This is an optimization exercise on Yosys and OpenROAD, whose aim is a short achievable clock period and few clock cycles per item, not a production implementation.
The RTL was checked by simulation tests, not by an equivalence proof against the original design.
Power figures rest on the tool's default switching activity, not on a simulated workload.

**flow/config.mk**
```make
export PLATFORM = sky130hd
export DESIGN_NAME = rv_int_core
export DESIGN_NICKNAME = rv_int_core
export VERILOG_FILES = /design/flow/design.v
export SDC_FILE = /design/flow/constraint.sdc
export NUM_CORES = 4
export LEC_CHECK = 0
export CAP_MARGIN = 20
export CORE_MARGIN = 2
export CORE_UTILIZATION = 40
export SETUP_SLACK_MARGIN = 2.5
export SLEW_MARGIN = 20
```
**flow/design.v**
```verilog
package rv_int_pkg;
    localparam int REG_ADDR_W = 5;
    localparam int NUM_REGS   = 32;
    localparam int INSTR_W    = 32;
    typedef logic [REG_ADDR_W-1:0] reg_addr_t;
    typedef enum logic [6:0] {
        OPC_REG = 7'b0110011,
        OPC_IMM = 7'b0010011
    } opcode_e;
    typedef enum logic [2:0] {
        ALU_ADD = 3'b000,
        ALU_SUB = 3'b001,
        ALU_AND = 3'b010,
        ALU_OR  = 3'b011,
        ALU_SLT = 3'b101
    } alu_op_e;
    localparam logic [2:0] FUNCT3_ADD = 3'b000;  
    localparam logic [2:0] FUNCT3_SLT = 3'b010;
    localparam logic [2:0] FUNCT3_OR  = 3'b110;
    localparam logic [2:0] FUNCT3_AND = 3'b111;
    localparam int OPC_LSB    = 0;
    localparam int OPC_MSB    = 6;
    localparam int RD_LSB     = 7;
    localparam int RD_MSB     = 11;
    localparam int FUNCT3_LSB = 12;
    localparam int FUNCT3_MSB = 14;
    localparam int RS1_LSB    = 15;
    localparam int RS1_MSB    = 19;
    localparam int RS2_LSB    = 20;
    localparam int RS2_MSB    = 24;
    localparam int FUNCT7_B5  = 30;  
    localparam int IMM_I_LSB  = 20;
    localparam int IMM_I_MSB  = 31;  
endpackage
module register_file #(
    parameter int XLEN = 32
) (
    input  logic                   clk,
    input  logic                   rst,
    input  logic [31:0]            rd_sel1,    
    input  logic [31:0]            rd_sel2,
    input  logic [31:0]            wr_sel,     
    input  logic [XLEN-1:0]        wr_data,
    output logic [XLEN-1:0]        rd_data1,
    output logic [XLEN-1:0]        rd_data2
);
    logic [XLEN-1:0] regs [1:rv_int_pkg::NUM_REGS-1];
    always_ff @(posedge clk or posedge rst) begin
        if (rst) begin
            for (int i = 1; i < rv_int_pkg::NUM_REGS; i++) begin
                regs[i] <= '0;
            end
        end else begin
            for (int i = 1; i < rv_int_pkg::NUM_REGS; i++) begin
                if (wr_sel[i]) regs[i] <= wr_data;
            end
        end
    end
    always_comb begin
        rd_data1 = '0;
        rd_data2 = '0;
        for (int i = 1; i < rv_int_pkg::NUM_REGS; i++) begin
            rd_data1 = rd_data1 | ({XLEN{rd_sel1[i]}} & regs[i]);
            rd_data2 = rd_data2 | ({XLEN{rd_sel2[i]}} & regs[i]);
        end
    end
endmodule
module decode_stage (
    input  logic [31:0] instr,
    output logic        legal,
    output logic        use_imm,
    output logic        op_add,    
    output logic        op_sub,
    output logic        op_slt,
    output logic        op_or,
    output logic        op_and
);
    logic [6:0] opcode;
    logic [2:0] funct3;
    logic       is_reg;
    logic       is_imm;
    assign opcode = instr[rv_int_pkg::OPC_MSB:rv_int_pkg::OPC_LSB];
    assign funct3 = instr[rv_int_pkg::FUNCT3_MSB:rv_int_pkg::FUNCT3_LSB];
    assign is_reg = opcode == rv_int_pkg::OPC_REG;
    assign is_imm = opcode == rv_int_pkg::OPC_IMM;
    assign op_add  = funct3 == rv_int_pkg::FUNCT3_ADD;
    assign op_slt  = funct3 == rv_int_pkg::FUNCT3_SLT;
    assign op_or   = funct3 == rv_int_pkg::FUNCT3_OR;
    assign op_and  = funct3 == rv_int_pkg::FUNCT3_AND;
    assign op_sub  = op_add && is_reg && instr[rv_int_pkg::FUNCT7_B5];
    assign legal   = (is_reg || is_imm) && (op_add || op_slt || op_or || op_and);
    assign use_imm = is_imm;
endmodule
module execute_stage #(
    parameter int W = 16,
    parameter int L = 5             
) (
    input  logic [W-1:0] a,
    input  logic [W-1:0] b,
    input  logic         cin,
    input  logic         inv,
    input  logic         ge,
    input  logic         arith,
    input  logic         s_and,
    input  logic         s_or,
    output logic [W-1:0] s,
    output logic         co,        
    output logic         c_msb,     
    output logic         p_msb      
);
    logic [W-1:0] p;
    logic [W-1:0] x;
    logic [W:0]   gg [L+1];         
    logic [W:0]   pp [L+1];
    logic [W:0]   c;
    assign p = a ^ b;
    always_comb begin
        gg[0] = {(a & (b & {W{ge}})), cin};
        pp[0] = {p, 1'b0};
        for (int l = 1; l <= L; l++) begin
            for (int i = 0; i <= W; i++) begin
                if (i >= (1 << (l - 1))) begin
                    gg[l][i] = gg[l-1][i] | (pp[l-1][i] & gg[l-1][i - (1 << (l - 1))]);
                    pp[l][i] = pp[l-1][i] & pp[l-1][i - (1 << (l - 1))];
                end else begin
                    gg[l][i] = gg[l-1][i];
                    pp[l][i] = pp[l-1][i];
                end
            end
        end
        c = gg[L];                   
    end
    assign x = ({W{arith}} & (p ^ {W{inv}}))
             | (a & (b & {W{s_and}}))
             | ((a & {W{s_or}}) | (b & {W{s_or}}));
    assign s     = x ^ c[W-1:0];
    assign co    = c[W];
    assign c_msb = c[W-1];
    assign p_msb = p[W-1];
endmodule
module result_stage #(
    parameter int XLEN  = 32,
    parameter int DEPTH = 8,
    parameter int PW    = 3      
) (
    input  logic                   clk,
    input  logic                   rst,
    input  logic                   out_ready,
    input  logic                   push,
    input  rv_int_pkg::reg_addr_t  push_rd,
    input  logic [XLEN-1:0]        push_data,
    input  logic                   push_ill,
    output logic                   out_valid,
    output rv_int_pkg::reg_addr_t  out_rd,
    output logic [XLEN-1:0]        out_data,
    output logic                   out_illegal
);
    localparam int EW = XLEN + rv_int_pkg::REG_ADDR_W + 1;
    logic [EW-1:0] fifo [DEPTH];
    logic [PW-1:0] rp;
    logic [PW-1:0] wp;
    logic [PW:0]   cnt;       
    logic          ov;
    logic [EW-1:0] head;
    logic          pop;
    logic          more;      
    logic [EW-1:0] in_ent;
    logic [EW-1:0] second;
    logic [PW-1:0] rp1;
    assign in_ent = {push_ill, push_rd, push_data};
    assign pop    = ov && out_ready;
    assign more   = cnt > 1;
    assign rp1    = rp + 1'b1;
    assign second = more ? fifo[rp1] : in_ent;
    always_ff @(posedge clk or posedge rst) begin
        if (rst) begin
            ov  <= 1'b0;
            rp  <= '0;
            wp  <= '0;
            cnt <= '0;
        end else begin
            if (pop)
                ov <= more || push;
            else if (!ov)
                ov <= push;
            if (pop) rp <= rp1;
            if (push) wp <= wp + 1'b1;
            cnt <= cnt + push - pop;
        end
    end
    always_ff @(posedge clk) begin
        if (!ov)
            head <= in_ent;
        else if (out_ready)
            head <= second;
        if (push) fifo[wp] <= in_ent;
    end
    assign out_valid   = ov;
    assign out_illegal = head[EW-1];
    assign out_rd      = head[EW-2:XLEN];
    assign out_data    = head[XLEN-1:0];
endmodule
module rv_int_core #(
    parameter int XLEN = 32
) (
    input  logic                            clk,
    input  logic                            rst,
    input  logic                            in_valid,
    output logic                            in_ready,
    input  logic [rv_int_pkg::INSTR_W-1:0]  in_instr,
    output logic                            out_valid,
    input  logic                            out_ready,
    output rv_int_pkg::reg_addr_t           out_rd,
    output logic [XLEN-1:0]                 out_data,
    output logic                            out_illegal
);
    localparam int HW  = XLEN / 2;    
    localparam int CAP = 8;           
    logic       rdy_q;
    logic       hold_q;
    logic [3:0] occ;
    logic       acc;
    logic       pop;
    logic       full_nx;
    logic       haz;
    logic        iv;
    logic [31:0] ir;
    logic [31:0] oh1;
    logic [31:0] oh2;
    logic        i_slt_we;      
    assign in_ready = rdy_q;
    assign acc      = in_valid && rdy_q;
    assign pop      = out_valid && out_ready;
    assign haz = iv && i_slt_we &&
                 ((in_instr[rv_int_pkg::RS1_MSB:rv_int_pkg::RS1_LSB] ==
                   ir[rv_int_pkg::RD_MSB:rv_int_pkg::RD_LSB]) ||
                  (in_instr[5] &&
                   in_instr[rv_int_pkg::RS2_MSB:rv_int_pkg::RS2_LSB] ==
                   ir[rv_int_pkg::RD_MSB:rv_int_pkg::RD_LSB]));
    always_comb begin
        if (pop)
            full_nx = 1'b0;
        else if (acc)
            full_nx = occ >= 4'(CAP - 1);
        else
            full_nx = occ >= 4'(CAP);
    end
    always_ff @(posedge clk or posedge rst) begin
        if (rst) begin
            occ    <= '0;
            rdy_q  <= 1'b1;
            hold_q <= 1'b0;
        end else begin
            occ    <= occ + acc - pop;
            hold_q <= acc && haz;
            rdy_q  <= !full_nx && !(acc && haz);
        end
    end
    logic i_legal, i_imm, i_add, i_sub, i_slt, i_or, i_and;
    decode_stage u_idec (
        .instr   (ir),
        .legal   (i_legal),
        .use_imm (i_imm),
        .op_add  (i_add),
        .op_sub  (i_sub),
        .op_slt  (i_slt),
        .op_or   (i_or),
        .op_and  (i_and)
    );
    assign i_slt_we = i_legal && i_slt && (ir[rv_int_pkg::RD_MSB:rv_int_pkg::RD_LSB] != '0);
    logic [31:0] park;
    always_ff @(posedge clk or posedge rst) begin
        if (rst) iv <= 1'b0;
        else     iv <= hold_q || (acc && !haz);
    end
    always_ff @(posedge clk) begin
        if (acc && haz) park <= in_instr;
    end
    logic [31:0]            src;
    rv_int_pkg::reg_addr_t  n_rs1, n_rs2;
    logic                   n_imm;
    logic                   i_we;
    logic                   h1a, h2a, h3a, h4a, h1b, h2b, h3b, h4b;
    logic                   s_fa, s_2a, s_2an, s_3a, s_3ah, s_4a, s_rfa, s_l2a;
    logic                   s_fb, s_2b, s_2bn, s_3b, s_3bh, s_4b, s_rfb, s_l2b, s_imm;
    assign src   = hold_q ? park : in_instr;
    assign n_rs1 = src[rv_int_pkg::RS1_MSB:rv_int_pkg::RS1_LSB];
    assign n_rs2 = src[rv_int_pkg::RS2_MSB:rv_int_pkg::RS2_LSB];
    assign n_imm = src[rv_int_pkg::OPC_MSB:rv_int_pkg::OPC_LSB] == rv_int_pkg::OPC_IMM;
    assign i_we  = iv && i_legal && (ir[rv_int_pkg::RD_MSB:rv_int_pkg::RD_LSB] != '0);
    assign h1a   = i_we && (n_rs1 == ir[rv_int_pkg::RD_MSB:rv_int_pkg::RD_LSB]);
    assign h2a   = x_we && (n_rs1 == x_rd);
    assign h3a   = y_we && (n_rs1 == y_rd);
    assign h4a   = r_we && (n_rs1 == r_rd);
    assign h1b   = !n_imm && i_we && (n_rs2 == ir[rv_int_pkg::RD_MSB:rv_int_pkg::RD_LSB]);
    assign h2b   = !n_imm && x_we && (n_rs2 == x_rd);
    assign h3b   = !n_imm && y_we && (n_rs2 == y_rd);
    assign h4b   = !n_imm && r_we && (n_rs2 == r_rd);
    always_ff @(posedge clk) begin
        s_fa  <= h1a;
        s_2a  <= !h1a && h2a;
        s_2an <= !h1a && h2a && !x_slt;
        s_l2a <= !h1a && h2a && x_slt;
        s_3a  <= !h1a && !h2a && h3a;
        s_3ah <= !h1a && !h2a && h3a && !y_slt;
        s_4a  <= !h1a && !h2a && !h3a && h4a;
        s_rfa <= !h1a && !h2a && !h3a && !h4a;
        s_imm <= n_imm;
        s_fb  <= h1b;
        s_2b  <= !h1b && h2b;
        s_2bn <= !h1b && h2b && !x_slt;
        s_l2b <= !h1b && h2b && x_slt;
        s_3b  <= !h1b && !h2b && h3b;
        s_3bh <= !h1b && !h2b && h3b && !y_slt;
        s_4b  <= !h1b && !h2b && !h3b && h4b;
        s_rfb <= !n_imm && !h1b && !h2b && !h3b && !h4b;
    end
    always_ff @(posedge clk) begin
        ir  <= hold_q ? park : in_instr;
        oh1 <= 32'd1 << (hold_q ? park[rv_int_pkg::RS1_MSB:rv_int_pkg::RS1_LSB]
                                : in_instr[rv_int_pkg::RS1_MSB:rv_int_pkg::RS1_LSB]);
        oh2 <= 32'd1 << (hold_q ? park[rv_int_pkg::RS2_MSB:rv_int_pkg::RS2_LSB]
                                : in_instr[rv_int_pkg::RS2_MSB:rv_int_pkg::RS2_LSB]);
    end
    logic                   xv, x_we, x_ill, x_slt;
    rv_int_pkg::reg_addr_t  x_rd;
    logic                   x_inv, x_or, x_and;
    logic [HW-1:0]          x_a_lo, x_xa_lo, x_b_lo;
    logic [HW-1:0]          x_a_hi, x_xa_hi, x_b_hi;
    logic                   x_fa, x_fb;            
    logic                   x_at, x_an, x_ar;      
    logic                   x_bt, x_br;            
    logic                   x_p2a, x_p2b;          
    logic                   x_l2a, x_l2b;          
    logic                   x_arith;               
    logic                   yv, y_we, y_ill, y_slt;
    rv_int_pkg::reg_addr_t  y_rd;
    logic                   y_inv, y_or, y_and;
    logic [HW-1:0]          y_l, y_ln;             
    logic                   y_co;                  
    logic [HW-1:0]          y_a_hi, y_xa_hi, y_b_hi;
    logic                   y_fa, y_fb;
    logic                   y_at, y_an, y_ar;      
    logic                   y_bt, y_br;            
    logic                   y_arith;
    logic                   rv, r_we, r_ill;
    rv_int_pkg::reg_addr_t  r_rd;
    logic [XLEN-1:0]        rres;
    logic [HW-1:0]          rn_hi;                 
    logic                   wv, wwe, w_ill;
    logic [31:0]            w_sel;                 
    logic                   r_slt;
    rv_int_pkg::reg_addr_t  wrd;
    logic [XLEN-1:0]        wdata;
    logic                   d_legal, d_imm, d_add, d_sub, d_slt, d_or, d_and, d_inv;
    rv_int_pkg::reg_addr_t  d_rs1, d_rs2, d_rd;
    logic [XLEN-1:0]        d_immv;
    logic [XLEN-1:0]        rf1, rf2;
    logic                   d_fa, d_fb;
    logic [XLEN-1:0]        d_a, d_b;
    logic                   d_we;
    decode_stage u_decode (
        .instr   (ir),
        .legal   (d_legal),
        .use_imm (d_imm),
        .op_add  (d_add),
        .op_sub  (d_sub),
        .op_slt  (d_slt),
        .op_or   (d_or),
        .op_and  (d_and)
    );
    assign d_rs1  = ir[rv_int_pkg::RS1_MSB:rv_int_pkg::RS1_LSB];
    assign d_rs2  = ir[rv_int_pkg::RS2_MSB:rv_int_pkg::RS2_LSB];
    assign d_rd   = ir[rv_int_pkg::RD_MSB:rv_int_pkg::RD_LSB];
    assign d_immv = {{(XLEN-12){ir[rv_int_pkg::IMM_I_MSB]}},
                     ir[rv_int_pkg::IMM_I_MSB:rv_int_pkg::IMM_I_LSB]};
    assign d_inv  = d_sub || d_slt;
    assign d_we   = iv && d_legal && (d_rd != '0);
    register_file #(
        .XLEN(XLEN)
    ) u_register_file (
        .clk      (clk),
        .rst      (rst),
        .rd_sel1  (oh1),
        .rd_sel2  (oh2),
        .wr_sel   (w_sel),
        .wr_data  (wdata),
        .rd_data1 (rf1),
        .rd_data2 (rf2)
    );
    assign d_fa = s_fa;
    assign d_fb = s_fb;
    assign d_a = ({XLEN{s_2an}} & {{HW{1'b0}}, y_l})
               | ({XLEN{s_3ah}} & rres)
               | ({XLEN{s_3a}}  & {{HW{1'b0}}, rres[HW-1:0]})
               | ({XLEN{s_4a}}  & wdata)
               | ({XLEN{s_rfa}} & rf1);
    assign d_b = ({XLEN{s_imm}} & d_immv)
               | ({XLEN{s_2bn}} & {{HW{1'b0}}, y_l})
               | ({XLEN{s_3bh}} & rres)
               | ({XLEN{s_3b}}  & {{HW{1'b0}}, rres[HW-1:0]})
               | ({XLEN{s_4b}}  & wdata)
               | ({XLEN{s_rfb}} & rf2);
    always_ff @(posedge clk or posedge rst) begin
        if (rst) begin
            xv    <= 1'b0;
            x_we  <= 1'b0;
            x_ill <= 1'b0;
        end else begin
            xv    <= iv;
            x_we  <= d_we;
            x_ill <= iv && !d_legal;
        end
    end
    always_ff @(posedge clk) begin
        x_rd    <= d_rd;
        x_slt   <= d_slt;
        x_inv   <= d_inv;
        x_or    <= d_or;
        x_and   <= d_and;
        x_a_lo  <= d_a[HW-1:0];
        x_xa_lo <= d_inv ? ~d_a[HW-1:0] : d_a[HW-1:0];
        x_b_lo  <= d_b[HW-1:0];
        x_a_hi  <= d_a[XLEN-1:HW];
        x_xa_hi <= d_inv ? ~d_a[XLEN-1:HW] : d_a[XLEN-1:HW];
        x_b_hi  <= d_b[XLEN-1:HW];
        x_fa    <= d_fa;
        x_fb    <= d_fb;
        x_at    <= d_fa && !d_inv;
        x_an    <= d_fa && d_inv;
        x_ar    <= !d_fa;
        x_bt    <= d_fb;
        x_br    <= !d_fb;
        x_p2a   <= s_2a;
        x_p2b   <= s_2b;
        x_l2a   <= s_l2a;
        x_l2b   <= s_l2b;
        x_arith <= d_add;
    end
    logic [HW-1:0] e1_a, e1_xa, e1_b;
    logic          fix_a, fix_b;
    logic [HW-1:0] e1_opx, e1_opb;
    logic [HW-1:0] e1_l;
    logic          e1_co;
    logic          unused_e1c, unused_e1p;
    assign fix_a = x_l2a && rres[0];
    assign fix_b = x_l2b && rres[0];
    assign e1_a  = {x_a_lo[HW-1:1],  x_a_lo[0] | fix_a};
    assign e1_xa = {x_xa_lo[HW-1:1], x_xa_lo[0] ^ fix_a};
    assign e1_b  = {x_b_lo[HW-1:1],  x_b_lo[0] | fix_b};
    assign e1_opx = ({HW{x_at}} & y_l) | ({HW{x_an}} & y_ln) | ({HW{x_ar}} & e1_xa);
    assign e1_opb = ({HW{x_bt}} & y_l) | ({HW{x_br}} & e1_b);
    execute_stage #(.W(HW), .L(5)) u_lo (
        .a(e1_opx), .b(e1_opb), .cin(1'b0), .inv(x_inv),
        .ge(x_arith || x_slt), .arith(x_arith), .s_and(x_and), .s_or(x_or),
        .s(e1_l), .co(e1_co), .c_msb(unused_e1c), .p_msb(unused_e1p));
    logic [HW-1:0] e1_ahi, e1_bhi;
    assign e1_ahi = x_p2a ? (x_l2a ? '0 : rres[XLEN-1:HW]) : x_a_hi;
    assign e1_bhi = x_p2b ? (x_l2b ? '0 : rres[XLEN-1:HW]) : x_b_hi;
    always_ff @(posedge clk or posedge rst) begin
        if (rst) begin
            yv    <= 1'b0;
            y_we  <= 1'b0;
            y_ill <= 1'b0;
        end else begin
            yv    <= xv;
            y_we  <= x_we;
            y_ill <= x_ill;
        end
    end
    always_ff @(posedge clk) begin
        y_rd     <= x_rd;
        y_slt    <= x_slt;
        y_inv    <= x_inv;
        y_or     <= x_or;
        y_and    <= x_and;
        y_l      <= e1_l;
        y_ln     <= ~e1_l;
        y_co     <= e1_co;
        y_a_hi   <= e1_ahi;
        y_xa_hi  <= x_inv ? ~e1_ahi : e1_ahi;
        y_b_hi   <= e1_bhi;
        y_fa     <= x_fa;
        y_fb     <= x_fb;
        y_at     <= x_fa && !x_inv;
        y_an     <= x_fa && x_inv;
        y_ar     <= !x_fa;
        y_bt     <= x_fb;
        y_br     <= !x_fb;
        y_arith  <= x_arith;
    end
    logic [HW-1:0] r_hi;
    logic [HW-1:0] e2_opx, e2_opb;
    logic [HW-1:0] e2_h;
    logic          unused_e2co;
    logic          e2_cmsb, e2_pmsb;
    logic          sa, sb;           
    logic          less;
    assign r_hi = rres[XLEN-1:HW];
    assign e2_opx = ({HW{y_at}} & r_hi) | ({HW{y_an}} & rn_hi) | ({HW{y_ar}} & y_xa_hi);
    assign e2_opb = ({HW{y_bt}} & r_hi) | ({HW{y_br}} & y_b_hi);
    execute_stage #(.W(HW), .L(5)) u_hi (
        .a(e2_opx), .b(e2_opb), .cin(y_co), .inv(y_inv),
        .ge(y_arith || y_slt), .arith(y_arith), .s_and(y_and), .s_or(y_or),
        .s(e2_h), .co(unused_e2co), .c_msb(e2_cmsb), .p_msb(e2_pmsb));
    assign sa   = y_fa ? r_hi[HW-1] : y_a_hi[HW-1];
    assign sb   = y_fb ? r_hi[HW-1] : y_b_hi[HW-1];
    assign less = (sa ^ sb) ? sa : !(e2_pmsb ^ e2_cmsb);
    always_ff @(posedge clk or posedge rst) begin
        if (rst) begin
            rv    <= 1'b0;
            r_we  <= 1'b0;
            r_ill <= 1'b0;
        end else begin
            rv    <= yv;
            r_we  <= y_we;
            r_ill <= y_ill;
        end
    end
    always_ff @(posedge clk) begin
        r_rd  <= y_rd;
        r_slt <= y_slt;
        rres  <= {e2_h, (y_slt ? {{(HW-1){1'b0}}, less} : y_l)};
        rn_hi <= ~e2_h;
    end
    always_ff @(posedge clk or posedge rst) begin
        if (rst) begin
            wv    <= 1'b0;
            wwe   <= 1'b0;
            w_ill <= 1'b0;
        end else begin
            wv    <= rv;
            wwe   <= r_we;
            w_ill <= r_ill;
        end
    end
    always_ff @(posedge clk) begin
        wrd   <= r_rd;
        wdata <= r_slt ? {{HW{1'b0}}, rres[HW-1:0]} : rres;
        w_sel <= r_we ? (32'd1 << r_rd) : 32'd0;
    end
    result_stage #(
        .XLEN  (XLEN),
        .DEPTH (CAP),
        .PW    (3)
    ) u_result (
        .clk         (clk),
        .rst         (rst),
        .out_ready   (out_ready),
        .push        (wv),
        .push_rd     (wrd),
        .push_data   (wdata),
        .push_ill    (w_ill),
        .out_valid   (out_valid),
        .out_rd      (out_rd),
        .out_data    (out_data),
        .out_illegal (out_illegal)
    );
endmodule
```
**flow/run.sh**
```bash
#!/bin/bash
# synth_recipe.tcl (not shown) runs the flow's synth.tcl, then flattens the netlist and writes it again
# the make line also repeats each setting of config.mk as NAME=value (left out here)
make -C /OpenROAD-flow-scripts/flow DESIGN_CONFIG=/design/flow/config.mk WORK_HOME=/design/flow/orfs CLKGATE_MAP_FILE= SYNTH_SCRIPT=/design/flow/synth_recipe.tcl finish
```
**flow/constraint.sdc**
```tcl
create_clock -name core_clock -period 5.0 [get_ports {clk}]
set_input_delay 1.0000 -clock core_clock [delete_from_list [all_inputs] [get_ports {clk}]]
set_output_delay 1.0000 -clock core_clock [all_outputs]
set_load 0.01 [all_outputs]
```
==> metrics.yaml, run 1 <==
setup_path:
  slowest_delay_ps: 410
  rr_endpoint: "rres[0]$_DFF_P_"
  cpMostUsedCell: "buf_4"
  cp_cell_sequence: "buf_2, a222oi_1, buf_4, buf_4, or2_2, maj3_1, o21ai_0, nand3_1, o31a_1, o22a_1, xnor2_1, o221a_1"
  r2r_slack_ps: 2050
  cp-end-kind: "flip-flop"
  criticalPathCategory: "reg -> reg"
  cp_data_required_time_ps: 5710
  cp_max_fo: 7
  start_kind: "flip-flop"
  cp.buffers_inverters: 3
  rr_startpoint: "y_at$_DFF_P_"
  rr_worst_depth: 12
  critPathTopFamily: "compound AO/OA/AOI/OAI gates"
  crit_arrival_ps: 3660
  worst_path_max_delay_cell: "dfxtp_4"
die:
  num_rows: 161
  core_area_mm2: 0.1922
  die_area_mm2: 0.1966
  die_h_um: 443.3
  initial_core_util_pct: 40.18
  die_width_um: 443.3
  io_pins: 76
route:
  routed_via_density: 6.949
  dr.pass1.iters: 14
  drt-initial-drc-count: 10954
  wl_per_cell_um: 37.56
  routed.top_layer: "met5"
  met2_length_mm: 129.1
  drc: 0
  met1Wirelength_mm: 119.6
  routed_wirelength_mm: 321.6
  num_vias: 59498
  detail-route-antenna-nets: 0
  met3_length_mm: 46.85
sta:
  setup_viol: 0
  drv_slew: 0
  rsz0062_at_grt: "yes"
  fin_tns_setup_ps: 0
  hold_viol: 0
  skew_ps: 53.16
  period_share_pct: 59.01
  fmax_mhz: 338.9
  tightest_slew_ps: 1291
  finalCriticalPeriod_ps: 2950
  slew_headroom_pct: 13.61
global_routing:
  grt_pass1_vias: 57196
  grt_use_total_pct: 31.70
  grt_pass1_wl_mm: 444.2
  grt_start_max_net_pins: 133
  gr-total-overflow: 0
  antenna_found_initial: 17
logic_synthesis:
  yosys-top-cells-area: "dfrtp_1 (33%), mux2_2 (15%), edfxtp_1 (15%), dfxtp_1 (10%), a221oi_1 (5.2%)"
  seq_area_frac_synth_pct: 57.85
  synthCells: 5795
  synth_area_mm2: 0.07721
  synth_edf_count: 374
  yosysUniqueCellTypes: 67
  ys_dominant_reg_cell: "dfrtp_1"
  async_reset_ff_share_pct: 57.07
  synth-seq-cells: 1789
  synth_top_area_cell: "dfrtp_1"
  syn_avg_cell_area_um2: 13.32
  ys_warn_count: 7
  synth_top_area_share_pct: 33.06
  syn_nets: 5846
power:
  seq_power_share_pct: 46.3
  intPower_uw: 25670
  p_comb_share_pct: 13.0
  p_switching_uw: 9103
  power.total_uw: 34770
  clkPwrFrac_pct: 40.6
  cellPowerDensity_mw_per_mm2: 389.1
  p_leak_uw: 0.03776
  switching_share_pct: 26.18
  ir_drop_uv: 287.5
min_path:
  min_from: "xv$_DFF_PP0_"
  hp-class: "reg -> reg"
  hold_end: "yv$_DFF_PP0_"
  hold_depth: 0
final_layout:
  finalCoreUtilization_pct: 46.50
  final_common_cell: "dfrtp_1"
  syn_to_final_growth_pct: 15.74
  design_area_mm2: 0.08936
  layout.nets: 5925
  fill_cells: 17015
  drive_above_1_share_pct: 33.43
  most-common-layout-cells: "dfrtp_1 (1,017), mux2_2 (1,016), a221oi_1 (457), a22o_1 (434), edfxtp_1 (374)"
clock_network:
  clock_path_buffers: 3
  cts_tree: "done"
  numCtsBuffers: 181
  cts.sinks: 1789
  htree_levels: 4
  root_buffer: "clkbuf_16"
  hold_buffers: 0
  cts.clk_slew.worst_paths_ps: 60
  clkLatencyLatePin_ps: 870
placed_design:
  io_buffers: 75
  hpwl_mm: 186.6
  place_congestion: 0.9505
  postPlaceCellArea_mm2: 0.08132
run:
  drv_cap: 0
status:
  status: "complete, no violations"
-- how the worst max path moves through the flow --
stage | cells after the start | to | slack [ps] | startpoint
floorplan | 1 | hold_q$_DFF_PP0_ | -10070 | rst
global placement | 9 | rdy_q$_DFF_PP1_ | 1330 | in_instr[21]
CTS | 9 | rres[0]$_DFF_P_ | 2060 | y_at$_DFF_P_
finish | 12 | rres[0]$_DFF_P_ | 2050 | y_at$_DFF_P_
detailed placement | 7 | park[12]$_DFFE_PP_ | 1370 | in_instr[21]
global route | 9 | rres[0]$_DFF_P_ | 1990 | y_at$_DFF_P_
-- per-layer routing --
layer  track usage, %  vias up
met5                0        -
met4            20.56       14
met3            12.65     1561
met2            43.49     5060
met1            41.20    30152
li1                 -    22711
-- synth_stat cells (52+ instances only) --
| cell type | number |
|---|---|
| o21ai_0 | 154 |
| dfxtp_1 | 394 |
| a221oi_1 | 458 |
| mux2_2 | 1016 |
| xnor2_1 | 109 |
| a22oi_1 | 78 |
| dfrtp_1 | 1020 |
| nor2_1 | 175 |
| nand4_1 | 133 |
| mux2i_1 | 52 |
| a222oi_1 | 150 |
| mux4_2 | 76 |
| inv_1 | 95 |
| xor2_1 | 86 |
| nand2_1 | 179 |
| edfxtp_1 | 374 |
| a22o_1 | 434 |
| clkbuf_1 | 390 |
| buf_1 | 137 |
-- final cells by class --
type                    count  area (um2)  area share [%]
flip-flops and latches   1789       44890           50.24
clock inverters            82       894.6           1.001
multi-input cells        3384       30990           34.68
well taps                2526        3161           3.537
inverters                  95       360.3          0.4032
diodes                      8       20.02         0.02240
clock buffers             255        5304           5.935
repair buffers            423        3740           4.185
-- per-stage QoR --
stage          worst slack [ps]  cells  hold WS, ps
2_1_floorplan            -10070   5795        309.6
3_3_place_gp               1328   8086        340.1
3_5_place_dp               1373   8086        345.9
4_1_cts                    2057   8483        353.8
5_1_grt                    1992   8555        357.8
6_report                   2050   8562        351.4
-- power by group through the flow --
stage | clock network (uW) | logic, uW | registers (uW)
4_1_cts | 14200 | 4420 | 16100
2_1_floorplan | 0 | 2660 | 16200
3_3_place_gp | 0 | 4070 | 16400
3_5_place_dp | 0 | 4120 | 16400
5_1_grt | 14800 | 4840 | 16100
6_report | 14100 | 4530 | 16100
-- repair_timing --
item,in CTS,in global routing
buffers inserted,57,70
endpoints found under the setup margin,274,156
pin swaps,39,65
gates cloned,3,1
resized for setup,232,135
-- logic make-up (layout without fill, tap and decap cells) --
family | after synthesis | count (layout) | synth area share, %
mux | 1144 | 1144 | 17.71
xor+xnor | 195 | 195 | 2.212
simple gates | 677 | 680 | 4.348
fa+ha+maj | 21 | 21 | 0.3403
other cells | 0 | 8 | 0
compound gates | 1343 | 1344 | 14.47
buf+inv | 626 | 855 | 3.066
flops | 1789 | 1789 | 57.85
-- registers in the layout, summed over array words and instances (netlist names), 27 cells and up --
| name | flops |
|---|---|
| u_register_file.regs | 992 |
| u_result.fifo | 304 |
| u_result.head | 38 |
| park | 32 |
| rres | 32 |
| wdata | 32 |
| oh1 | 31 |
| oh2 | 31 |
| w_sel | 31 |
| ir | 27 |
Testbench counts, summed over its fixed seeds: cycles 12,378, items 12,000.
==> run 2, diff against run 1 <==
--- a/flow/design.v
+++ b/flow/design.v
@@ -104,6 +104,7 @@
     input  logic         s_and,
     input  logic         s_or,
     output logic [W-1:0] s,
+    output logic [W-1:0] sn,        
     output logic         co,        
     output logic         c_msb,     
     output logic         p_msb      
@@ -134,6 +135,7 @@
              | (a & (b & {W{s_and}}))
              | ((a & {W{s_or}}) | (b & {W{s_or}}));
     assign s     = x ^ c[W-1:0];
+    assign sn    = ~x ^ c[W-1:0];
     assign co    = c[W];
     assign c_msb = c[W-1];
     assign p_msb = p[W-1];
@@ -214,7 +216,8 @@
     output logic [XLEN-1:0]                 out_data,
     output logic                            out_illegal
 );
-    localparam int HW  = XLEN / 2;    
+    localparam int LW  = 16;          
+    localparam int UW  = XLEN - LW;   
     localparam int CAP = 8;           
     logic       rdy_q;
     logic       hold_q;
@@ -324,41 +327,36 @@
     end
     logic                   xv, x_we, x_ill, x_slt;
     rv_int_pkg::reg_addr_t  x_rd;
-    logic                   x_inv, x_or, x_and;
-    logic [HW-1:0]          x_a_lo, x_xa_lo, x_b_lo;
-    logic [HW-1:0]          x_a_hi, x_xa_hi, x_b_hi;
-    logic                   x_fa, x_fb;            
-    logic                   x_at, x_an, x_ar;      
-    logic                   x_bt, x_br;            
-    logic                   x_p2a, x_p2b;          
-    logic                   x_l2a, x_l2b;          
-    logic                   x_arith;               
+    logic                   x_inv, x_or, x_and, x_arith;
+    logic [LW-1:0]          x_xa_lo, x_b_lo;       
+    logic [UW-1:0]          x_xa_hi, x_b_hi;
+    logic                   x_fat, x_fan, x_fb;    
     logic                   yv, y_we, y_ill, y_slt;
     rv_int_pkg::reg_addr_t  y_rd;
-    logic                   y_inv, y_or, y_and;
-    logic [HW-1:0]          y_l, y_ln;             
+    logic                   y_inv, y_or, y_and, y_arith;
+    logic [LW-1:0]          y_l;                   
     logic                   y_co;                  
-    logic [HW-1:0]          y_a_hi, y_xa_hi, y_b_hi;
-    logic                   y_fa, y_fb;
-    logic                   y_at, y_an, y_ar;      
-    logic                   y_bt, y_br;            
-    logic                   y_arith;
-    logic                   rv, r_we, r_ill;
+    logic [UW-1:0]          y_xa_hi, y_b_hi;
+    logic                   rv, r_we, r_ill, r_slt;
     rv_int_pkg::reg_addr_t  r_rd;
     logic [XLEN-1:0]        rres;
-    logic [HW-1:0]          rn_hi;                 
     logic                   wv, wwe, w_ill;
     logic [31:0]            w_sel;                 
-    logic                   r_slt;
     rv_int_pkg::reg_addr_t  wrd;
     logic [XLEN-1:0]        wdata;
+    logic [LW-1:0]          e1_s, e1_sn;           
+    logic                   e1_co;
+    logic [UW-1:0]          e2_s, e2_sn;           
+    logic                   less;                  
     logic                   d_legal, d_imm, d_add, d_sub, d_slt, d_or, d_and, d_inv;
-    rv_int_pkg::reg_addr_t  d_rs1, d_rs2, d_rd;
+    rv_int_pkg::reg_addr_t  d_rd;
     logic [XLEN-1:0]        d_immv;
     logic [XLEN-1:0]        rf1, rf2;
-    logic                   d_fa, d_fb;
-    logic [XLEN-1:0]        d_a, d_b;
     logic                   d_we;
+    logic [XLEN-1:0]        ea, eb;                
+    logic                   ea_ok;                 
+    logic [LW-1:0]          n_xa_lo, n_b_lo;
+    logic [UW-1:0]          n_xa_hi, n_b_hi;
     decode_stage u_decode (
         .instr   (ir),
         .legal   (d_legal),
@@ -369,8 +367,6 @@
         .op_or   (d_or),
         .op_and  (d_and)
     );
-    assign d_rs1  = ir[rv_int_pkg::RS1_MSB:rv_int_pkg::RS1_LSB];
-    assign d_rs2  = ir[rv_int_pkg::RS2_MSB:rv_int_pkg::RS2_LSB];
     assign d_rd   = ir[rv_int_pkg::RD_MSB:rv_int_pkg::RD_LSB];
     assign d_immv = {{(XLEN-12){ir[rv_int_pkg::IMM_I_MSB]}},
                      ir[rv_int_pkg::IMM_I_MSB:rv_int_pkg::IMM_I_LSB]};
@@ -388,19 +384,31 @@
         .rd_data1 (rf1),
         .rd_data2 (rf2)
     );
-    assign d_fa = s_fa;
-    assign d_fb = s_fb;
-    assign d_a = ({XLEN{s_2an}} & {{HW{1'b0}}, y_l})
-               | ({XLEN{s_3ah}} & rres)
-               | ({XLEN{s_3a}}  & {{HW{1'b0}}, rres[HW-1:0]})
-               | ({XLEN{s_4a}}  & wdata)
-               | ({XLEN{s_rfa}} & rf1);
-    assign d_b = ({XLEN{s_imm}} & d_immv)
-               | ({XLEN{s_2bn}} & {{HW{1'b0}}, y_l})
-               | ({XLEN{s_3bh}} & rres)
-               | ({XLEN{s_3b}}  & {{HW{1'b0}}, rres[HW-1:0]})
-               | ({XLEN{s_4b}}  & wdata)
-               | ({XLEN{s_rfb}} & rf2);
+    assign ea = ({XLEN{s_2an}} & {{UW{1'b0}}, y_l})
+              | ({XLEN{s_3ah}} & rres)
+              | ({XLEN{s_3a}}  & {{UW{1'b0}}, rres[LW-1:0]})
+              | ({XLEN{s_4a}}  & wdata)
+              | ({XLEN{s_rfa}} & rf1);
+    assign eb = ({XLEN{s_imm}} & d_immv)
+              | ({XLEN{s_2bn}} & {{UW{1'b0}}, y_l})
+              | ({XLEN{s_3bh}} & rres)
+              | ({XLEN{s_3b}}  & {{UW{1'b0}}, rres[LW-1:0]})
+              | ({XLEN{s_4b}}  & wdata)
+              | ({XLEN{s_rfb}} & rf2);
+    assign ea_ok = !s_fa && !s_l2a;
+    assign n_xa_lo = ({LW{ea_ok}} & (ea[LW-1:0] ^ {LW{d_inv}}))
+                   | ({LW{s_fa && !d_inv}} & e1_s)
+                   | ({LW{s_fa && d_inv}}  & e1_sn)
+                   | ({LW{s_l2a}} & {{(LW-1){d_inv}}, less ^ d_inv});
+    assign n_xa_hi = ({UW{ea_ok && !s_2an}} & (ea[XLEN-1:LW] ^ {UW{d_inv}}))
+                   | ({UW{s_2an && !d_inv}} & e2_s)
+                   | ({UW{s_2an && d_inv}}  & e2_sn)
+                   | ({UW{s_l2a && d_inv}});
+    assign n_b_lo  = eb[LW-1:0]
+                   | ({LW{s_fb}} & e1_s)
+                   | {{(LW-1){1'b0}}, s_l2b && less};
+    assign n_b_hi  = eb[XLEN-1:LW]
+                   | ({UW{s_2bn}} & e2_s);
     always_ff @(posedge clk or posedge rst) begin
         if (rst) begin
             xv    <= 1'b0;
@@ -418,45 +426,20 @@
         x_inv   <= d_inv;
         x_or    <= d_or;
         x_and   <= d_and;
-        x_a_lo  <= d_a[HW-1:0];
-        x_xa_lo <= d_inv ? ~d_a[HW-1:0] : d_a[HW-1:0];
-        x_b_lo  <= d_b[HW-1:0];
-        x_a_hi  <= d_a[XLEN-1:HW];
-        x_xa_hi <= d_inv ? ~d_a[XLEN-1:HW] : d_a[XLEN-1:HW];
-        x_b_hi  <= d_b[XLEN-1:HW];
-        x_fa    <= d_fa;
-        x_fb    <= d_fb;
-        x_at    <= d_fa && !d_inv;
-        x_an    <= d_fa && d_inv;
-        x_ar    <= !d_fa;
-        x_bt    <= d_fb;
-        x_br    <= !d_fb;
-        x_p2a   <= s_2a;
-        x_p2b   <= s_2b;
-        x_l2a   <= s_l2a;
-        x_l2b   <= s_l2b;
         x_arith <= d_add;
-    end
-    logic [HW-1:0] e1_a, e1_xa, e1_b;
-    logic          fix_a, fix_b;
-    logic [HW-1:0] e1_opx, e1_opb;
-    logic [HW-1:0] e1_l;
-    logic          e1_co;
-    logic          unused_e1c, unused_e1p;
-    assign fix_a = x_l2a && rres[0];
-    assign fix_b = x_l2b && rres[0];
-    assign e1_a  = {x_a_lo[HW-1:1],  x_a_lo[0] | fix_a};
-    assign e1_xa = {x_xa_lo[HW-1:1], x_xa_lo[0] ^ fix_a};
-    assign e1_b  = {x_b_lo[HW-1:1],  x_b_lo[0] | fix_b};
-    assign e1_opx = ({HW{x_at}} & y_l) | ({HW{x_an}} & y_ln) | ({HW{x_ar}} & e1_xa);
-    assign e1_opb = ({HW{x_bt}} & y_l) | ({HW{x_br}} & e1_b);
-    execute_stage #(.W(HW), .L(5)) u_lo (
-        .a(e1_opx), .b(e1_opb), .cin(1'b0), .inv(x_inv),
+        x_xa_lo <= n_xa_lo;
+        x_b_lo  <= n_b_lo;
+        x_xa_hi <= n_xa_hi;
+        x_b_hi  <= n_b_hi;
+        x_fat   <= s_fa && !d_inv;
+        x_fan   <= s_fa && d_inv;
+        x_fb    <= s_fb;
+    end
+    logic unused_e1c, unused_e1p;
+    execute_stage #(.W(LW), .L(5)) u_lo (
+        .a(x_xa_lo), .b(x_b_lo), .cin(1'b0), .inv(x_inv),
         .ge(x_arith || x_slt), .arith(x_arith), .s_and(x_and), .s_or(x_or),
-        .s(e1_l), .co(e1_co), .c_msb(unused_e1c), .p_msb(unused_e1p));
-    logic [HW-1:0] e1_ahi, e1_bhi;
-    assign e1_ahi = x_p2a ? (x_l2a ? '0 : rres[XLEN-1:HW]) : x_a_hi;
-    assign e1_bhi = x_p2b ? (x_l2b ? '0 : rres[XLEN-1:HW]) : x_b_hi;
+        .s(e1_s), .sn(e1_sn), .co(e1_co), .c_msb(unused_e1c), .p_msb(unused_e1p));
     always_ff @(posedge clk or posedge rst) begin
         if (rst) begin
             yv    <= 1'b0;
@@ -469,42 +452,27 @@
         end
     end
     always_ff @(posedge clk) begin
-        y_rd     <= x_rd;
-        y_slt    <= x_slt;
-        y_inv    <= x_inv;
-        y_or     <= x_or;
-        y_and    <= x_and;
-        y_l      <= e1_l;
-        y_ln     <= ~e1_l;
-        y_co     <= e1_co;
-        y_a_hi   <= e1_ahi;
-        y_xa_hi  <= x_inv ? ~e1_ahi : e1_ahi;
-        y_b_hi   <= e1_bhi;
-        y_fa     <= x_fa;
-        y_fb     <= x_fb;
-        y_at     <= x_fa && !x_inv;
-        y_an     <= x_fa && x_inv;
-        y_ar     <= !x_fa;
-        y_bt     <= x_fb;
-        y_br     <= !x_fb;
-        y_arith  <= x_arith;
-    end
-    logic [HW-1:0] r_hi;
-    logic [HW-1:0] e2_opx, e2_opb;
-    logic [HW-1:0] e2_h;
-    logic          unused_e2co;
-    logic          e2_cmsb, e2_pmsb;
-    logic          sa, sb;           
-    logic          less;
-    assign r_hi = rres[XLEN-1:HW];
-    assign e2_opx = ({HW{y_at}} & r_hi) | ({HW{y_an}} & rn_hi) | ({HW{y_ar}} & y_xa_hi);
-    assign e2_opb = ({HW{y_bt}} & r_hi) | ({HW{y_br}} & y_b_hi);
-    execute_stage #(.W(HW), .L(5)) u_hi (
-        .a(e2_opx), .b(e2_opb), .cin(y_co), .inv(y_inv),
+        y_rd    <= x_rd;
+        y_slt   <= x_slt;
+        y_inv   <= x_inv;
+        y_or    <= x_or;
+        y_and   <= x_and;
+        y_arith <= x_arith;
+        y_l     <= e1_s;
+        y_co    <= e1_co;
+        y_xa_hi <= ({UW{x_fat}} & e2_s) | ({UW{x_fan}} & e2_sn)
+                 | ({UW{!x_fat && !x_fan}} & x_xa_hi);
+        y_b_hi  <= ({UW{x_fb}} & e2_s) | ({UW{!x_fb}} & x_b_hi);
+    end
+    logic unused_e2co;
+    logic e2_cmsb, e2_pmsb;
+    logic sa, sb;                    
+    execute_stage #(.W(UW), .L(5)) u_hi (
+        .a(y_xa_hi), .b(y_b_hi), .cin(y_co), .inv(y_inv),
         .ge(y_arith || y_slt), .arith(y_arith), .s_and(y_and), .s_or(y_or),
-        .s(e2_h), .co(unused_e2co), .c_msb(e2_cmsb), .p_msb(e2_pmsb));
-    assign sa   = y_fa ? r_hi[HW-1] : y_a_hi[HW-1];
-    assign sb   = y_fb ? r_hi[HW-1] : y_b_hi[HW-1];
+        .s(e2_s), .sn(e2_sn), .co(unused_e2co), .c_msb(e2_cmsb), .p_msb(e2_pmsb));
+    assign sa   = !y_xa_hi[UW-1];
+    assign sb   = y_b_hi[UW-1];
     assign less = (sa ^ sb) ? sa : !(e2_pmsb ^ e2_cmsb);
     always_ff @(posedge clk or posedge rst) begin
         if (rst) begin
@@ -520,8 +488,7 @@
     always_ff @(posedge clk) begin
         r_rd  <= y_rd;
         r_slt <= y_slt;
-        rres  <= {e2_h, (y_slt ? {{(HW-1){1'b0}}, less} : y_l)};
-        rn_hi <= ~e2_h;
+        rres  <= {e2_s, (y_slt ? {{(LW-1){1'b0}}, less} : y_l)};
     end
     always_ff @(posedge clk or posedge rst) begin
         if (rst) begin
@@ -536,7 +503,7 @@
     end
     always_ff @(posedge clk) begin
         wrd   <= r_rd;
-        wdata <= r_slt ? {{HW{1'b0}}, rres[HW-1:0]} : rres;
+        wdata <= r_slt ? {{UW{1'b0}}, rres[LW-1:0]} : rres;
         w_sel <= r_we ? (32'd1 << r_rd) : 32'd0;
     end
     result_stage #(
==> run 2 against run 1 <==
  * Still clean
  * Die area shrank 0.62%
  * Flip-flop and latch count shrank 48
  * Via count grew 2.6%
  * Worst setup slack gained 190 ps
  * First-iteration DRC count shrank 5.5%
  * Critical path depth shrank 3
  * Critical endpoint is now x_xa_lo[0]$_DFF_P_
  * Highest routed layer unchanged
==> metrics.yaml, run 2 <==
die:
  die_area_mm2: 0.1953  # -0.62%
  initial_core_util_pct: 40.30  # +0.13 points
  num_rows: 160  # -0.62%
  die_h_um: 442.0  # -0.31%
  die_width_um: 442.0  # -0.31%
  io_pins: 76  # unchanged
  core_area_mm2: 0.1904  # -0.93%
route:
  drc: 0  # unchanged
  routed_via_density: 7.011  # +0.90%
  num_vias: 61056  # +2.6%
  drt-initial-drc-count: 10354  # -5.5%
  detail-route-antenna-nets: 0  # unchanged
  routed_wirelength_mm: 331.4  # +3.0%
  dr.pass1.iters: 12  # -2
  wl_per_cell_um: 38.06  # +1.3%
logic_synthesis:
  seq_area_frac_synth_pct: 56.96  # -0.89 points
  async_reset_ff_share_pct: 58.64  # +1.6 points
  yosysUniqueCellTypes: 84  # +25%
  synthCells: 5848  # +0.91%
  yosys-top-cells-area: "dfrtp_1 (33%), mux2_2 (15%), edfxtp_1 (15%), dfxtp_1 (9.0%), a221oi_1 (4.6%)"
  syn_nets: 5900  # +0.92%
  synth_edf_count: 374  # unchanged
  synth_top_area_share_pct: 33.26  # +0.21 points
  syn_avg_cell_area_um2: 13.12  # -1.5%
  synthTopCellsByCount: "mux2_2 (1,025), dfrtp_1 (1,020), clkbuf_1 (418), a221oi_1 (401), a22o_1 (376)"
  synthMostInstantiatedCell: "mux2_2"
  synth_area_mm2: 0.07673  # -0.62%
  ys_warn_count: 7  # unchanged
  synth-seq-cells: 1741  # -2.7%
  ys_dominant_reg_cell: "dfrtp_1"
  synth_top_area_cell: "dfrtp_1"
sta:
  drv_slew: 0  # unchanged
  hold_viol: 0  # unchanged
  slew_headroom_pct: 13.21  # -0.41 points
  fin_tns_setup_ps: 0  # unchanged
  tightest_slew_ps: 1302  # +10.88 ps
  finalCriticalPeriod_ps: 2757  # -193.5 ps
  rsz0062_at_grt: "yes"
  setup_viol: 0  # unchanged
  skew_ps: 37.49  # -15.67 ps
  period_share_pct: 55.14  # -3.9 points
  fmax_mhz: 362.7  # +7.0%
setup_path:
  rr_endpoint: "x_xa_lo[0]$_DFF_P_"
  cp_data_required_time_ps: 5720  # about the same
  rr_worst_depth: 9  # -3
  r2r_slack_ps: 2240  # +190 ps
  crit_arrival_ps: 3480  # -180 ps
  cp-end-kind: "flip-flop"
  rr_startpoint: "oh1[2]$_SDFF_PP0_"
  start_kind: "flip-flop"
  cp_max_fo: 9  # +2
  criticalPathCategory: "reg -> reg"
min_path:
  min_from: "xv$_DFF_PP0_"
  hold_depth: 0  # unchanged
  hp-class: "reg -> reg"
  hold_end: "yv$_DFF_PP0_"
final_layout:
  final_common_cell: "mux2_2"
  drive_above_1_share_pct: 36.64  # +3.2 points
  finalCoreUtilization_pct: 47.86  # +1.4 points
  top_regs: "u_register_file.regs: 992 flops, u_result.fifo: 304 flops, u_result.head: 38 flops"
  largest_reg_flops: 992  # unchanged
  fin_cells: 8708  # +1.7%
  regMostFlops: "u_register_file.regs"
  syn_to_final_growth_pct: 18.76
  layout.nets: 6087  # +2.7%
  fill_cells: 16415  # -3.5%
  most-common-layout-cells: "mux2_2 (1,023), dfrtp_1 (1,017), a22o_1 (375), edfxtp_1 (374), a221oi_1 (362)"
clock_network:
  clkLatencyLatePin_ps: 860  # about the same
  hold_buffers: 0  # unchanged
  numCtsBuffers: 182  # +0.55%
  cts.sinks: 1741  # -2.7%
  cts.clk_slew.worst_paths_ps: 60  # about the same
  root_buffer: "clkbuf_16"
  cts_tree: "done"
  clock_path_buffers: 3  # unchanged
  htree_levels: 4  # unchanged
status:
  status: "complete, no violations"
global_routing:
  gr-total-overflow: 0  # unchanged
  grt_pass1_vias: 57959  # +1.3%
  grt_start_max_net_pins: 103  # -23%
  antenna_found_initial: 20  # +3
  grt_use_total_pct: 32.74  # +1.0 points
  grt_pass1_wl_mm: 458.3  # +3.2%
power:
  cellPowerDensity_mw_per_mm2: 374.3  # -3.8%
  ir_drop_uv: 393.8  # +37%
  p_leak_uw: 0.03834  # +1.5%
run:
  drv_cap: 0  # unchanged
placed_design:
  io_buffers: 75  # unchanged
  place_congestion: 0.9660  # +1.6%
  hpwl_mm: 192.9  # +3.4%
  dp_cells: 8138  # +0.64%
==> run 2: changes by cell type after synthesis, moves of 22 or more <==
cell / delta
a21oi_1: +31
a221o_1: +22
a221oi_1: -57
a222oi_1: -41
a22o_1: -58
a22oi_1: +85
clkbuf_1: +28
dfxtp_1: -48
inv_1: -53
nand3_1: +80
nand3b_1: -32
o211ai_1: +25
xnor2_1: +36
xor2_1: -52
==> run 2: worst max-delay path by stage <==
stage	start	to	slack (ps)	cells past startpoint
3_3_place_gp	in_instr[21]	park[11]$_DFFE_PP_	1280	8
3_5_place_dp	in_instr[21]	park[7]$_DFFE_PP_	1400	8
2_1_floorplan	rst	hold_q$_DFF_PP0_	-10070	1
6_report	oh1[2]$_SDFF_PP0_	x_xa_lo[0]$_DFF_P_	2240	9
4_1_cts	oh1[21]$_SDFF_PN0_	x_xa_hi[0]$_DFF_P_	2270	9
5_1_grt	oh1[16]$_SDFF_PP0_	x_xa_hi[12]$_DFF_P_	2190	10
==> run 2: routing by layer <==
layer	GRT usage, %	vias up	routed length, um
met5	1.514	-	312
met4	21.25	23	28130
met3	14.61	1798	48930
met2	46.47	5393	135000
met1	40.07	30669	119000
li1	-	23173	-
==> run 2: metrics by stage <==
stage | setup slack, ps | hold WS, ps | total power, uW | instance area (um2)
after CTS | 2266 | 348.3 | 34170 | 89690
final | 2243 | 348.0 | 34100 | 91120
after floorplan | -10070 | 325.8 | 18610 | 76790
after global placement | 1283 | 335.2 | 20230 | 80950
after detailed placement | 1402 | 334.7 | 20350 | 80980
after global routing | 2188 | 353.2 | 35150 | 91090
==> run 2: what timing repair did <==
item                       CTS  global route
resized for setup          411           213
hold endpoints to repair     0             0
gates cloned                 2             3
pin swaps                   99           114
setup endpoints to repair  265           147
setup buffers              168            51
==> run 2: cell type report <==
cell class	count	area [um2]	share of cell area (%)
Sequential cell	1741	44030	48.32
Inverter	44	173.9	0.1909
Tap cell	2511	3142	3.448
Clock inverter	63	660.6	0.7250
Antenna cell	15	37.54	0.04119
Timing Repair Buffer	559	5499	6.035
Clock buffer	268	5411	5.939
Multi-Input combinational cell	3507	32170	35.30
==> run 2: logic make-up (layout without fill, tap and decap cells) <==
kind of cell / count (synthesis) / in the layout / share of synthesized area [%]
buffers and inverters: 602 / 934 / 2.973
other: 0 / 15 / 0
muxes: 1152 / 1152 / 17.94
DFF: 1741 / 1741 / 56.96
and+or+nand+nor: 747 / 749 / 4.809
xor gates and xnor gates: 184 / 184 / 2.149
AOI/OAI and AO/OA: 1395 / 1395 / 14.73
adders and majority gates: 27 / 27 / 0.4370
==> run 2: power breakdown <==
group	total (uW)	switching [uW]	internal [uW]
sequential	15700	431	15300
combinational	4500	2560	1940
clock	13900	5900	8000
total	34100	8890	25200
==> run 2: critical path, cell delays in order (launching register included) <==
cell      delay (ps)
dfxtp_4          380
buf_4            250
buf_4            230
a221oi_1         370
nand4_1          160
o21ai_2          580
nand2_1          160
xnor2_1          160
nor3_1            60
a221o_1          280
Testbench counts of run 2, summed over its fixed seeds: cycles 12,378, items 12,000.
==> run 3, diff against run 2 <==
--- a/flow/design.v
+++ b/flow/design.v
@@ -191,10 +191,12 @@
         end
     end
     always_ff @(posedge clk) begin
-        if (!ov)
-            head <= in_ent;
-        else if (out_ready)
+        if (pop)
             head <= second;
+        else if (ov)
+            head <= fifo[rp];
+        else
+            head <= in_ent;
         if (push) fifo[wp] <= in_ent;
     end
     assign out_valid   = ov;
@@ -216,7 +218,7 @@
     output logic [XLEN-1:0]                 out_data,
     output logic                            out_illegal
 );
-    localparam int LW  = 16;          
+    localparam int LW  = 17;          
     localparam int UW  = XLEN - LW;   
     localparam int CAP = 8;           
     logic       rdy_q;
@@ -228,8 +230,10 @@
     logic       haz;
     logic        iv;
     logic [31:0] ir;
-    logic [31:0] oh1;
-    logic [31:0] oh2;
+    logic [31:0] sel1;          
+    logic [31:0] sel2;
+    logic [XLEN-1:0] rf1, rf2;      
+    logic [XLEN-1:0] i_rf1, i_rf2;  
     logic        i_slt_we;      
     assign in_ready = rdy_q;
     assign acc      = in_valid && rdy_q;
@@ -251,7 +255,7 @@
     always_ff @(posedge clk or posedge rst) begin
         if (rst) begin
             occ    <= '0;
-            rdy_q  <= 1'b1;
+            rdy_q  <= 1'b0;
             hold_q <= 1'b0;
         end else begin
             occ    <= occ + acc - pop;
@@ -283,10 +287,12 @@
     rv_int_pkg::reg_addr_t  n_rs1, n_rs2;
     logic                   n_imm;
     logic                   i_we;
-    logic                   h1a, h2a, h3a, h4a, h1b, h2b, h3b, h4b;
-    logic                   s_fa, s_2a, s_2an, s_3a, s_3ah, s_4a, s_rfa, s_l2a;
-    logic                   s_fb, s_2b, s_2bn, s_3b, s_3bh, s_4b, s_rfb, s_l2b, s_imm;
+    logic                   h1a, h2a, h3a, h4a, h5a, h1b, h2b, h3b, h4b, h5b;
+    logic                   s_fa, s_2a, s_2an, s_3a, s_3ah, s_4a, s_5a, s_rfa, s_l2a;
+    logic                   s_fb, s_2b, s_2bn, s_3b, s_3bh, s_4b, s_5b, s_rfb, s_l2b, s_imm;
     assign src   = hold_q ? park : in_instr;
+    assign sel1  = 32'd1 << n_rs1;
+    assign sel2  = 32'd1 << n_rs2;
     assign n_rs1 = src[rv_int_pkg::RS1_MSB:rv_int_pkg::RS1_LSB];
     assign n_rs2 = src[rv_int_pkg::RS2_MSB:rv_int_pkg::RS2_LSB];
     assign n_imm = src[rv_int_pkg::OPC_MSB:rv_int_pkg::OPC_LSB] == rv_int_pkg::OPC_IMM;
@@ -295,10 +301,12 @@
     assign h2a   = x_we && (n_rs1 == x_rd);
     assign h3a   = y_we && (n_rs1 == y_rd);
     assign h4a   = r_we && (n_rs1 == r_rd);
+    assign h5a   = wwe && (n_rs1 == wrd);
     assign h1b   = !n_imm && i_we && (n_rs2 == ir[rv_int_pkg::RD_MSB:rv_int_pkg::RD_LSB]);
     assign h2b   = !n_imm && x_we && (n_rs2 == x_rd);
     assign h3b   = !n_imm && y_we && (n_rs2 == y_rd);
     assign h4b   = !n_imm && r_we && (n_rs2 == r_rd);
+    assign h5b   = !n_imm && wwe && (n_rs2 == wrd);
     always_ff @(posedge clk) begin
         s_fa  <= h1a;
         s_2a  <= !h1a && h2a;
@@ -307,7 +315,8 @@
         s_3a  <= !h1a && !h2a && h3a;
         s_3ah <= !h1a && !h2a && h3a && !y_slt;
         s_4a  <= !h1a && !h2a && !h3a && h4a;
-        s_rfa <= !h1a && !h2a && !h3a && !h4a;
+        s_5a  <= !h1a && !h2a && !h3a && !h4a && h5a;
+        s_rfa <= !h1a && !h2a && !h3a && !h4a && !h5a;
         s_imm <= n_imm;
         s_fb  <= h1b;
         s_2b  <= !h1b && h2b;
@@ -316,14 +325,13 @@
         s_3b  <= !h1b && !h2b && h3b;
         s_3bh <= !h1b && !h2b && h3b && !y_slt;
         s_4b  <= !h1b && !h2b && !h3b && h4b;
-        s_rfb <= !n_imm && !h1b && !h2b && !h3b && !h4b;
+        s_5b  <= !h1b && !h2b && !h3b && !h4b && h5b;
+        s_rfb <= !n_imm && !h1b && !h2b && !h3b && !h4b && !h5b;
     end
     always_ff @(posedge clk) begin
         ir  <= hold_q ? park : in_instr;
-        oh1 <= 32'd1 << (hold_q ? park[rv_int_pkg::RS1_MSB:rv_int_pkg::RS1_LSB]
-                                : in_instr[rv_int_pkg::RS1_MSB:rv_int_pkg::RS1_LSB]);
-        oh2 <= 32'd1 << (hold_q ? park[rv_int_pkg::RS2_MSB:rv_int_pkg::RS2_LSB]
-                                : in_instr[rv_int_pkg::RS2_MSB:rv_int_pkg::RS2_LSB]);
+        i_rf1 <= rf1;
+        i_rf2 <= rf2;
     end
     logic                   xv, x_we, x_ill, x_slt;
     rv_int_pkg::reg_addr_t  x_rd;
@@ -344,6 +352,7 @@
     logic [31:0]            w_sel;                 
     rv_int_pkg::reg_addr_t  wrd;
     logic [XLEN-1:0]        wdata;
+    logic [XLEN-1:0]        w2data;
     logic [LW-1:0]          e1_s, e1_sn;           
     logic                   e1_co;
     logic [UW-1:0]          e2_s, e2_sn;           
@@ -351,7 +360,6 @@
     logic                   d_legal, d_imm, d_add, d_sub, d_slt, d_or, d_and, d_inv;
     rv_int_pkg::reg_addr_t  d_rd;
     logic [XLEN-1:0]        d_immv;
-    logic [XLEN-1:0]        rf1, rf2;
     logic                   d_we;
     logic [XLEN-1:0]        ea, eb;                
     logic                   ea_ok;                 
@@ -377,8 +385,8 @@
     ) u_register_file (
         .clk      (clk),
         .rst      (rst),
-        .rd_sel1  (oh1),
-        .rd_sel2  (oh2),
+        .rd_sel1  (sel1),
+        .rd_sel2  (sel2),
         .wr_sel   (w_sel),
         .wr_data  (wdata),
         .rd_data1 (rf1),
@@ -388,13 +396,15 @@
               | ({XLEN{s_3ah}} & rres)
               | ({XLEN{s_3a}}  & {{UW{1'b0}}, rres[LW-1:0]})
               | ({XLEN{s_4a}}  & wdata)
-              | ({XLEN{s_rfa}} & rf1);
+              | ({XLEN{s_5a}}  & w2data)
+              | ({XLEN{s_rfa}} & i_rf1);
     assign eb = ({XLEN{s_imm}} & d_immv)
               | ({XLEN{s_2bn}} & {{UW{1'b0}}, y_l})
               | ({XLEN{s_3bh}} & rres)
               | ({XLEN{s_3b}}  & {{UW{1'b0}}, rres[LW-1:0]})
               | ({XLEN{s_4b}}  & wdata)
-              | ({XLEN{s_rfb}} & rf2);
+              | ({XLEN{s_5b}}  & w2data)
+              | ({XLEN{s_rfb}} & i_rf2);
     assign ea_ok = !s_fa && !s_l2a;
     assign n_xa_lo = ({LW{ea_ok}} & (ea[LW-1:0] ^ {LW{d_inv}}))
                    | ({LW{s_fa && !d_inv}} & e1_s)
@@ -467,13 +477,13 @@
     logic unused_e2co;
     logic e2_cmsb, e2_pmsb;
     logic sa, sb;                    
-    execute_stage #(.W(UW), .L(5)) u_hi (
+    execute_stage #(.W(UW), .L(4)) u_hi (
         .a(y_xa_hi), .b(y_b_hi), .cin(y_co), .inv(y_inv),
         .ge(y_arith || y_slt), .arith(y_arith), .s_and(y_and), .s_or(y_or),
         .s(e2_s), .sn(e2_sn), .co(unused_e2co), .c_msb(e2_cmsb), .p_msb(e2_pmsb));
     assign sa   = !y_xa_hi[UW-1];
     assign sb   = y_b_hi[UW-1];
-    assign less = (sa ^ sb) ? sa : !(e2_pmsb ^ e2_cmsb);
+    assign less = (sa && !sb) || (sa && e2_cmsb) || (!sb && e2_cmsb);
     always_ff @(posedge clk or posedge rst) begin
         if (rst) begin
             rv    <= 1'b0;
@@ -505,6 +515,7 @@
         wrd   <= r_rd;
         wdata <= r_slt ? {{UW{1'b0}}, rres[LW-1:0]} : rres;
         w_sel <= r_we ? (32'd1 << r_rd) : 32'd0;
+        w2data <= wdata;
     end
     result_stage #(
         .XLEN  (XLEN),
==> run 3 against run 2 <==
  * The run now fails in global routing
  * Synthesized area grew 5.2%
  * Synthesized cell count grew 7.3%
==> metrics.yaml, run 3 <==
status:
  stop_error: "[ERROR GRT-0232] Routing congestion too high. Check the congestion heatmap in the GUI."
  stop_stage: "global routing"
  status: "aborted with a tool error"
logic_synthesis:
  ys_dominant_reg_cell: "dfrtp_1"
  synth_edf_count: 336  # -10%
  yosys-top-cells-area: "dfrtp_1 (32%), mux2_2 (15%), edfxtp_1 (13%), dfxtp_1 (10%), a22oi_1 (5.4%)"
  seq_area_frac_synth_pct: 54.60  # -2.4 points
  yosysUniqueCellTypes: 88  # +4.8%
  synth-seq-cells: 1777  # +2.1%
  synth_area_mm2: 0.08069  # +5.2%
  async_reset_ff_share_pct: 57.51  # -1.1 points
  synthTopCellsByCount: "mux2_2 (1,104), dfrtp_1 (1,022), a22oi_1 (584), clkbuf_1 (422), dfxtp_1 (419)"
  syn_avg_cell_area_um2: 12.85  # -2.0%
  syn_nets: 6329  # +7.3%
  synth_top_area_cell: "dfrtp_1"
  synth_top_area_share_pct: 31.70  # -1.6 points
  ys_warn_count: 10  # +3
  synthCells: 6277  # +7.3%
  synthMostInstantiatedCell: "mux2_2"
global_routing:
  grt_use_total_pct: 35.36
  gr-total-overflow: 1
  grt_start_max_net_pins: 97
clock_network:
  htree_levels: 4  # unchanged
  hold_buffers: 0  # unchanged
  numCtsBuffers: 182  # unchanged
  root_buffer: "clkbuf_16"
  cts.sinks: 1777  # +2.1%
  clock_path_buffers: 3  # unchanged
die:
  io_pins: 76  # unchanged
  initial_core_util_pct: 40.33  # about the same
  num_rows: 164  # +2.5%
  die_width_um: 453.1  # +2.5%
  die_h_um: 453.1  # +2.5%
placed_design:
  dp_cells: 8648  # +6.3%
  hpwl_mm: 180.9  # -6.2%
  place_congestion: 0.9619  # -0.42%
  io_buffers: 75  # unchanged
## run 3: cell count changes after synthesis, sizes merged, moves of 79 or more
cell,before,now
a22oi,163,584
a221oi,401,202
a22o,376,196
nand3,122,237
o21ai,160,73
mux2,1025,1104
## run 3: metrics by stage
step | setup slack [ps] | instance area (um2) | hold WS [ps]
floorplan | -10090 | 80910 | 329.0
global placement | 676.3 | 85420 | 331.0
detailed placement | 729.4 | 85480 | 334.7
CTS | 2208 | 97760 | 347.4
## run 3: how the worst min path moves through the flow
stage          cells past startpoint  slack [ps]              to       startpoint
3_3_place_gp                       0         330    wv$_DFF_PP0_     rv$_DFF_PP0_
3_5_place_dp                       0         330    rv$_DFF_PP0_     yv$_DFF_PP0_
2_1_floorplan                      0         330  wrd[0]$_DFF_P_  r_rd[0]$_DFF_P_
4_1_cts                            0         350    wv$_DFF_PP0_     rv$_DFF_PP0_
## run 3: timing repair
| action | in CTS |
|---|---|
| endpoints found under the setup margin | 288 |
| resized for setup | 500 |
| cloned | 54 |
| setup buffers | 256 |
| pin swaps | 126 |
## run 3: power by group through the flow
stage,Clock [uW],Combinational (uW),Sequential [uW]
after floorplan,0,4520,16000
after global placement,0,6350,16100
after detailed placement,0,6480,16100
after CTS,13900,7380,15800
## run 3: cell families after synthesis
group,Yosys count,synth area share (%)
xor+xnor,189,2.096
compound gates,1454,14.11
mux,1288,20.07
flops,1777,54.60
buf+inv,650,3.114
simple gates,893,5.629
fa+ha+maj,26,0.3923
## run 3: metal layers
metal	overflow	GRT usage (%)
met1	0	40.93
met2	0	48.45
met3	0	19.69
met4	1	25.31
met5	0	5.037
Testbench counts of run 3, summed over its fixed seeds: cycles 12,386, items 12,000.

[what the ideal ports hide]
Ports are ideal in the flow. The routed layouts listed here were re-timed in OpenROAD. Step 1: set_driving_cell puts a clkbuf_16 on clk and a buf_2 on each other input, an assumption about the parent block. Step 2 adds t to the input delays and takes it off the output delays; t is the mean of the earliest and latest rising clock arrival at the registers after step 1. Input paths then give back, and output paths get back, about the clock's delay inside the block. Three values: ideal, step 1, step 2; two values: the first two.
| run | shift t [ns] | slack for setup (ns) | slew at the worst register clock pin (ns) |
|---|---|---|---|
| run 1 | 0.926 | 2.050 / 2.050 / 1.676 | 0.07 / 0.07 |
| run 2 | 0.929 | 2.243 / 2.243 / 1.764 | 0.07 / 0.07 |
After both steps setup and hold are still met in every run listed. The setup slack of run 2, which loses most, moves by 0.000 ns with the drivers and by -0.479 ns with both steps.
